From an optimization exercise on the open Yosys and OpenROAD flow, aimed at small area, a short achievable clock period and few clock cycles per item; shortcuts taken in it are not production practice. Function was checked by simulation only, so behaviour that the tests miss may differ from the original.

run A:
==> flow/design.v (excerpt) <==
module minimal_standard_lcg_sampler (
    input  logic                        aclk,
    input  logic                        aresetn,
    input  logic                        psel,
    input  logic                        penable,
    input  logic                        pwrite,
    input  logic [3:0]                  paddr,
    input  logic [31:0]                 pwdata,
    output logic [31:0]                 prdata,
    output logic                        pready,
    input  logic                        s_valid,
    output logic                        s_ready,
    input  logic [1:0]                  s_func,
    input  logic [2:0]                  s_entry_index,
    input  logic [mlcg_pkg::VAL_W-1:0]  s_weight_value,
    output logic                        m_valid,
    input  logic                        m_ready,
    output logic [mlcg_pkg::VAL_W-1:0]  m_random_value,
    output logic [3:0]                  m_category,
    output logic                        m_flag
);
export LEC_CHECK = 0
export ABC_AREA = 1
export CAP_MARGIN = 20
export CORE_MARGIN = 2
export CORE_UTILIZATION = 55
export CTS_CLUSTER_DIAMETER = 120
export CTS_CLUSTER_SIZE = 30
export SETUP_SLACK_MARGIN = 3.5
export SLEW_MARGIN = 20
create_clock -name core_clock -period 8.0 [get_ports {aclk}]
run.sh (not shown) runs the stock make flow with config.mk's settings and CLKGATE_MAP_FILE= SYNTH_SCRIPT=/design/flow/synth_recipe.tcl, a recipe that flattens the netlist after the stock synthesis.
Testbench counts of run A, summed over its fixed seeds: cycles 16,064, items 16,000.
Inputs modified between run A and run B:
Settings: a change of CTS_CLUSTER_DIAMETER from 120 to 100; a change of CTS_CLUSTER_SIZE from 30 to 22; a change of SETUP_SLACK_MARGIN from 3.5 to 3.75.
Findings:
Run B: full flow OK, the timing, DRC and antenna checks passed. Diff run A -> run B: met2 usage +2.5 points, routed wire length rose 5.4%, cell count up 3.0%, number of instances in the placed design now sits at about the same level, slew at the pin with the worst max-slew slack dropped 0.037 ns. Comparing run B and run A, the lower cell depth of the worst flop-to-flop path is on run B. Of run B and run A, it is run B that has the higher number of antenna cells inserted. When run B is set beside run A, its clock period minus worst slack turns out to be 0.15 ns smaller. | area share of and/or/nand/nor cells after synthesis | run A vs run B | ≈ equal |.
Input-level comparison between run C and run B:
Settings: SETUP_SLACK_MARGIN: 3.75 -> 3.0; CTS_CLUSTER_DIAMETER: 100 -> unset; CTS_CLUSTER_SIZE: 22 -> unset.
## What came out
Every run in the comparison, run B and run C, completed the flow with a clean layout. The post-synthesis instance area of run B and that of run C are within noise of each other. Launching element of the worst setup path = x_reg[1]: run B; launching element of the worst setup path = x_reg[15]: run C. What run C reported for final instance area has to be multiplied by 1.10 to get the figure for run B. Lower non-clock buffer count among run B and run C: run C.
What run D does differently from run C at the input level:
Settings: CTS_CLUSTER_SIZE: unset -> 22; CORE_UTILIZATION: 55 -> 48; CTS_CLUSTER_DIAMETER: unset -> 100; SETUP_SLACK_MARGIN: 3.0 -> 3.5.
Notes after the runs:
Run D has completed all stages; timing, DRC and antenna checks passed. The lower final critical path time including I/O delays and setup of run C and run D is in run D. Relative to run C, worst setup slack for register-to-register paths has gone up in run D. Run D vs run C — total area of multi-input combinational cells climbed by a few percent.

========
minimal_standard_lcg_sampler, a different RTL version from the one above (not shown whole).
Size in the first run: about 3000 cells after synthesis, about 150 I/O pins.
export LEC_CHECK = 0
export CAP_MARGIN = 20
export CORE_MARGIN = 2
export CORE_UTILIZATION = 55
export SETUP_SLACK_MARGIN = 3.5
export SLEW_MARGIN = 20
create_clock -name core_clock -period 8.0 [get_ports {aclk}]
The first run completed with no timing, DRC or antenna violations.
Testbench counts at the start, summed over its fixed seeds: cycles 16,064, items 16,000.
Change:
- CORE_UTILIZATION: 55 -> 65
- The changed run ran to the end with no violations
- global-route usage grows by 7.2 points
- setup slack loses 0.088 ns
- count of clock-buffer cells in the layout falls by 10
- first-iteration DRC count is higher by a quarter to a third
- wire length is higher by a few percent
Change:
- CORE_UTILIZATION: 65 -> 55
- SETUP_SLACK_MARGIN: 3.5 -> 2.5
Wire length is lower by 7.5%.
Critical path depth is lower by 1.
Area after synthesis stays the same.
Die area is higher by about 18%.
Cell area is lower by about 7%.
Via count is lower by 8.3%.
Register-to-register slack degrades by 0.38 ns.
Sequential share of layout area is higher by 2.0 points.
Final cell count is lower by about 1.4%.
Non-clock buffer count is lower by 166.

========
The RTL this note starts from:
==> flow/design.v <==
package mlcg_pkg;
    localparam int unsigned VAL_W = 31;
    localparam int unsigned CNT_W = 4;
    localparam int unsigned MAX_CATEGORIES = 8;
    localparam logic [1:0] FUNC_UNIFORM = 2'd0;
    localparam logic [1:0] FUNC_CATEG = 2'd1;
    localparam logic [1:0] FUNC_BERN = 2'd2;
    localparam logic [1:0] FUNC_LOAD = 2'd3;
    localparam logic [1:0] REG_SEED = 2'd0;
    localparam logic [1:0] REG_THRESH = 2'd1;
    localparam logic [1:0] REG_COUNT = 2'd2;
endpackage
module mlcg_wram (
    input  logic              aclk,
    input  logic              aresetn,
    input  logic              we,
    input  logic [2:0]        waddr,
    input  logic [30:0]       wdata,
    output logic [4*31-1:0]   we_flat,
    output logic [4*32-1:0]   u_flat
);
    logic [30:0] w_even [4];
    logic [31:0] u_pair [4];
    logic [1:0]  j;
    logic        odd;
    logic [31:0] opa, opb, cs_s, cs_m, cs_c, u_new;
    logic        ld_pend;
    logic [2:0]  ld_idx;
    logic [30:0] ld_val;
    always_ff @(posedge aclk) begin
        if (!aresetn) begin
            ld_pend <= 1'b0;
        end else begin
            ld_pend <= we;
        end
        ld_idx <= waddr;
        ld_val <= wdata;
    end
    assign j   = ld_idx[2:1];
    assign odd = ld_idx[0];
    assign opa   = odd ? {1'b0, w_even[j]} : u_pair[j];
    assign opb   = odd ? 32'd0 : ~{1'b0, w_even[j]};
    assign cs_s  = {1'b0, ld_val} ^ opa ^ opb;
    assign cs_m  = ({1'b0, ld_val} & opa) | ({1'b0, ld_val} & opb) | (opa & opb);
    assign cs_c  = {cs_m[30:0], !odd};
    assign u_new = cs_s + cs_c;
    for (genvar k = 0; k < 4; k++) begin : g_pair
        always_ff @(posedge aclk) begin
            if (ld_pend && j == 2'(k)) begin
                u_pair[k] <= u_new;
                if (!odd) begin
                    w_even[k] <= ld_val;
                end
            end
        end
        assign we_flat[31*k +: 31] = w_even[k];
        assign u_flat[32*k +: 32]  = u_pair[k];
    end
endmodule
module mlcg_step (
    input  logic [30:0] x,
    output logic [30:0] y
);
    logic [30:0] t0, t1, t2, t3, t4, t5;
    logic [30:0] s1, c1, s2, c2, s3, c3, s4, c4;
    logic [30:0] m1, m2, m3, m4;
    assign t0 = {x[16:0], x[30:17]};
    assign t1 = {x[21:0], x[30:22]};
    assign t2 = ~{x[23:0], x[30:24]};
    assign t3 = {x[25:0], x[30:26]};
    assign t4 = {x[27:0], x[30:28]};
    assign t5 = ~x;
    assign s1 = t0 ^ t1 ^ t2;
    assign m1 = (t0 & t1) | (t0 & t2) | (t1 & t2);
    assign c1 = {m1[29:0], m1[30]};
    assign s2 = t3 ^ t4 ^ t5;
    assign m2 = (t3 & t4) | (t3 & t5) | (t4 & t5);
    assign c2 = {m2[29:0], m2[30]};
    assign s3 = s1 ^ c1 ^ s2;
    assign m3 = (s1 & c1) | (s1 & s2) | (c1 & s2);
    assign c3 = {m3[29:0], m3[30]};
    assign s4 = s3 ^ c3 ^ c2;
    assign m4 = (s3 & c3) | (s3 & c2) | (c3 & c2);
    assign c4 = {m4[29:0], m4[30]};
    logic [30:0] gp [6];
    logic [30:0] pp [6];
    logic [30:0] cy;
    logic        eac;
    always_comb begin
        gp[0] = s4 & c4;
        pp[0] = s4 ^ c4;
        for (int l = 0; l < 5; l++) begin
            for (int i = 0; i < 31; i++) begin
                if (((i >> l) & 1) == 1) begin
                    gp[l+1][i] = gp[l][i] | (pp[l][i] & gp[l][((i >> l) << l) - 1]);
                    pp[l+1][i] = pp[l][i] & pp[l][((i >> l) << l) - 1];
                end else begin
                    gp[l+1][i] = gp[l][i];
                    pp[l+1][i] = pp[l][i];
                end
            end
        end
        eac   = gp[5][30] | pp[5][30];
        cy[0] = eac;
        for (int i = 1; i < 31; i++) begin
            cy[i] = gp[5][i-1] | (pp[5][i-1] & eac);
        end
    end
    assign y = pp[0] ^ cy;
endmodule
module mlcg_catsel (
    input  logic [30:0]      x,
    input  logic [4*31-1:0]  we_flat,
    input  logic [4*32-1:0]  u_flat,
    input  logic [3:0]       count,
    output logic [3:0]       cat
);
    logic [32:0] nx;
    logic [32:0] wz [4];
    logic [32:0] uz [4];
    logic [32:0] es [3:8];
    logic [32:0] ec [3:8];
    logic [32:0] em [3:8];
    logic [32:0] esum [3:8];
    logic [8:1]  neg, lt;
    logic [3:0]  n;
    assign n  = (count > 4'd8) ? 4'd8 : count;
    assign nx = ~{2'b00, x};
    always_comb begin
        for (int k = 0; k < 4; k++) begin
            wz[k] = {2'b00, we_flat[31*k +: 31]};
            uz[k] = {1'b0, u_flat[32*k +: 32]};
        end
        es[3] = uz[0] ^ nx ^ wz[1];
        em[3] = (uz[0] & nx) | (uz[0] & wz[1]) | (nx & wz[1]);
        ec[3] = {em[3][31:0], 1'b1};
        es[4] = uz[0] ^ nx ^ uz[1];
        em[4] = (uz[0] & nx) | (uz[0] & uz[1]) | (nx & uz[1]);
        ec[4] = {em[4][31:0], 1'b1};
        for (int k = 5; k <= 8; k++) begin
            es[k] = es[2*((k-1)/2)] ^ ec[2*((k-1)/2)] ^ ((k % 2) ? wz[(k-1)/2] : uz[(k-1)/2]);
            em[k] = (es[2*((k-1)/2)] & ec[2*((k-1)/2)])
                  | (es[2*((k-1)/2)] & ((k % 2) ? wz[(k-1)/2] : uz[(k-1)/2]))
                  | (ec[2*((k-1)/2)] & ((k % 2) ? wz[(k-1)/2] : uz[(k-1)/2]));
            ec[k] = {em[k][31:0], 1'b0};
        end
        neg[1] = we_flat[30:0] < x;
        neg[2] = u_flat[31:0] < {1'b0, x};
        for (int k = 3; k <= 8; k++) begin
            esum[k] = es[k] + ec[k];
            neg[k]  = esum[k][32];
        end
        lt[1] = neg[1] && (n > 4'd0);
        for (int k = 2; k <= 8; k++) begin
            lt[k] = lt[k-1] && neg[k] && (n >= 4'(k));
        end
        cat = 4'd1;
        for (int k = 1; k <= 8; k++) begin
            if (lt[k]) cat = 4'(k + 1);
        end
    end
endmodule
module minimal_standard_lcg_sampler (
    input  logic                        aclk,
    input  logic                        aresetn,
    input  logic                        psel,
    input  logic                        penable,
    input  logic                        pwrite,
    input  logic [3:0]                  paddr,
    input  logic [31:0]                 pwdata,
    output logic [31:0]                 prdata,
    output logic                        pready,
    input  logic                        s_valid,
    output logic                        s_ready,
    input  logic [1:0]                  s_func,
    input  logic [2:0]                  s_entry_index,
    input  logic [mlcg_pkg::VAL_W-1:0]  s_weight_value,
    output logic                        m_valid,
    input  logic                        m_ready,
    output logic [mlcg_pkg::VAL_W-1:0]  m_random_value,
    output logic [3:0]                  m_category,
    output logic                        m_flag
);
    logic [30:0]     seed_reg, thresh_reg;
    logic [3:0]      count_reg;
    logic            cfg_we, seed_we;
    logic [1:0]      reg_idx;
    logic [30:0]     x_reg, x_step, m_value_reg;
    logic            b_valid;
    logic [1:0]      b_func;
    logic            m_valid_reg, m_flag_reg;
    logic [3:0]      m_cat_reg, cat;
    logic            adv, accept, step, load;
    logic [4*31-1:0] we_flat;
    logic [4*32-1:0] u_flat;
    assign pready  = 1'b1;
    assign reg_idx = paddr[3:2];
    assign cfg_we  = psel && penable && pwrite;
    assign seed_we = cfg_we && (reg_idx == mlcg_pkg::REG_SEED);
    always_ff @(posedge aclk) begin
        if (!aresetn) begin
            seed_reg   <= 31'd1;
            thresh_reg <= '0;
            count_reg  <= '0;
        end else if (cfg_we) begin
            case (reg_idx)
                mlcg_pkg::REG_SEED:   seed_reg   <= pwdata[30:0];
                mlcg_pkg::REG_THRESH: thresh_reg <= pwdata[30:0];
                mlcg_pkg::REG_COUNT:  count_reg  <= pwdata[3:0];
                default: ;
            endcase
        end
    end
    always_comb begin
        case (reg_idx)
            mlcg_pkg::REG_SEED:   prdata = {1'b0, seed_reg};
            mlcg_pkg::REG_THRESH: prdata = {1'b0, thresh_reg};
            mlcg_pkg::REG_COUNT:  prdata = {28'd0, count_reg};
            default:              prdata = '0;
        endcase
    end
    assign adv     = !m_valid_reg || m_ready;
    assign s_ready = !b_valid || adv;
    assign accept  = s_valid && s_ready;
    assign step    = accept && (s_func != mlcg_pkg::FUNC_LOAD);
    assign load    = accept && (s_func == mlcg_pkg::FUNC_LOAD);
    mlcg_step u_step (
        .x (x_reg),
        .y (x_step)
    );
    always_ff @(posedge aclk) begin
        if (!aresetn) begin
            x_reg <= 31'd1;
        end else if (seed_we) begin
            x_reg <= pwdata[30:0];
        end else if (step) begin
            x_reg <= x_step;
        end
    end
    mlcg_wram u_wram (
        .aclk   (aclk),
        .aresetn(aresetn),
        .we     (load),
        .waddr  (s_entry_index),
        .wdata  (s_weight_value),
        .we_flat(we_flat),
        .u_flat (u_flat)
    );
    mlcg_catsel u_cat (
        .x      (x_reg),
        .we_flat(we_flat),
        .u_flat (u_flat),
        .count  (count_reg),
        .cat    (cat)
    );
    always_ff @(posedge aclk) begin
        if (!aresetn) begin
            b_valid     <= 1'b0;
            m_valid_reg <= 1'b0;
        end else begin
            if (s_ready) begin
                b_valid <= s_valid;
            end
            if (adv) begin
                m_valid_reg <= b_valid;
            end
        end
        if (s_ready) begin
            b_func <= s_func;
        end
        if (adv && b_valid) begin
            m_value_reg <= x_reg;
            m_cat_reg   <= (b_func == mlcg_pkg::FUNC_CATEG) ? cat : 4'd0;
            m_flag_reg  <= (b_func == mlcg_pkg::FUNC_BERN) && (x_reg <= thresh_reg);
        end
    end
    assign m_valid        = m_valid_reg;
    assign m_random_value = m_value_reg;
    assign m_category     = m_cat_reg;
    assign m_flag         = m_flag_reg;
endmodule
clock: 8.0 ns
lec_check: 0
abc_area: 1
cap_margin: 20
core_margin: 2
core_utilization: 55
setup_slack_margin: 3.5
slew_margin: 20
tns_end_percent: 10
Testbench counts at the start, summed over its fixed seeds: cycles 16,064, items 16,000.
Rerun with:
Settings changed: SETUP_SLACK_MARGIN 3.5 to 4.0, TNS_END_PERCENT 10 to default.
Effect: Final area rose by a few percent. Via count rises by a few percent. Setup slack gets better by 0.015 ns. Synthesized cell count does not change. Routed wire length increases by a few percent. Utilization rises by 4.0 points. Global-route usage came out higher by 1.7 points.

[what the ideal ports hide]
The flow's constraints put no driver on any port. The routed layouts listed below were extracted and timed again, unchanged, in two steps.
Step 1: set_driving_cell puts a clkbuf_16 on aclk and a buf_2 on each other input, an assumption about the parent block.
Step 2 also shifts input and output timing later by t, the mid clock arrival at the registers, as if the neighbouring blocks saw the same clock.
Three values: no drivers, after step 1, after step 2; two values: the first two.
run	t, ns	setup slack, ns	worst slew at a driven data input, ns
run A	0.647	3.495 / 3.495 / 3.495	0.07
run B	0.678	3.648 / 3.648 / 3.648	0.07
run C	0.663	3.051 / 3.030 / 3.030	0.07
run D	0.677	3.537 / 3.496 / 3.496	0.07
the first run of note 2	0.669	3.085 / 3.085 / 3.085	0.06
the second run of note 2	0.655	2.998 / 2.998 / 2.998	0.08
the third run of note 2	0.673	2.618 / 2.618 / 2.618	0.06
the first run of note 3	0.669	3.461 / 3.457 / 3.457	0.06
the second run of note 3	0.669	3.477 / 3.477 / 3.477	0.06
After both steps every run listed still meets setup and hold. For run D, which loses most, drivers alone change the setup slack by -0.041 ns; drivers and shift together by -0.041 ns.
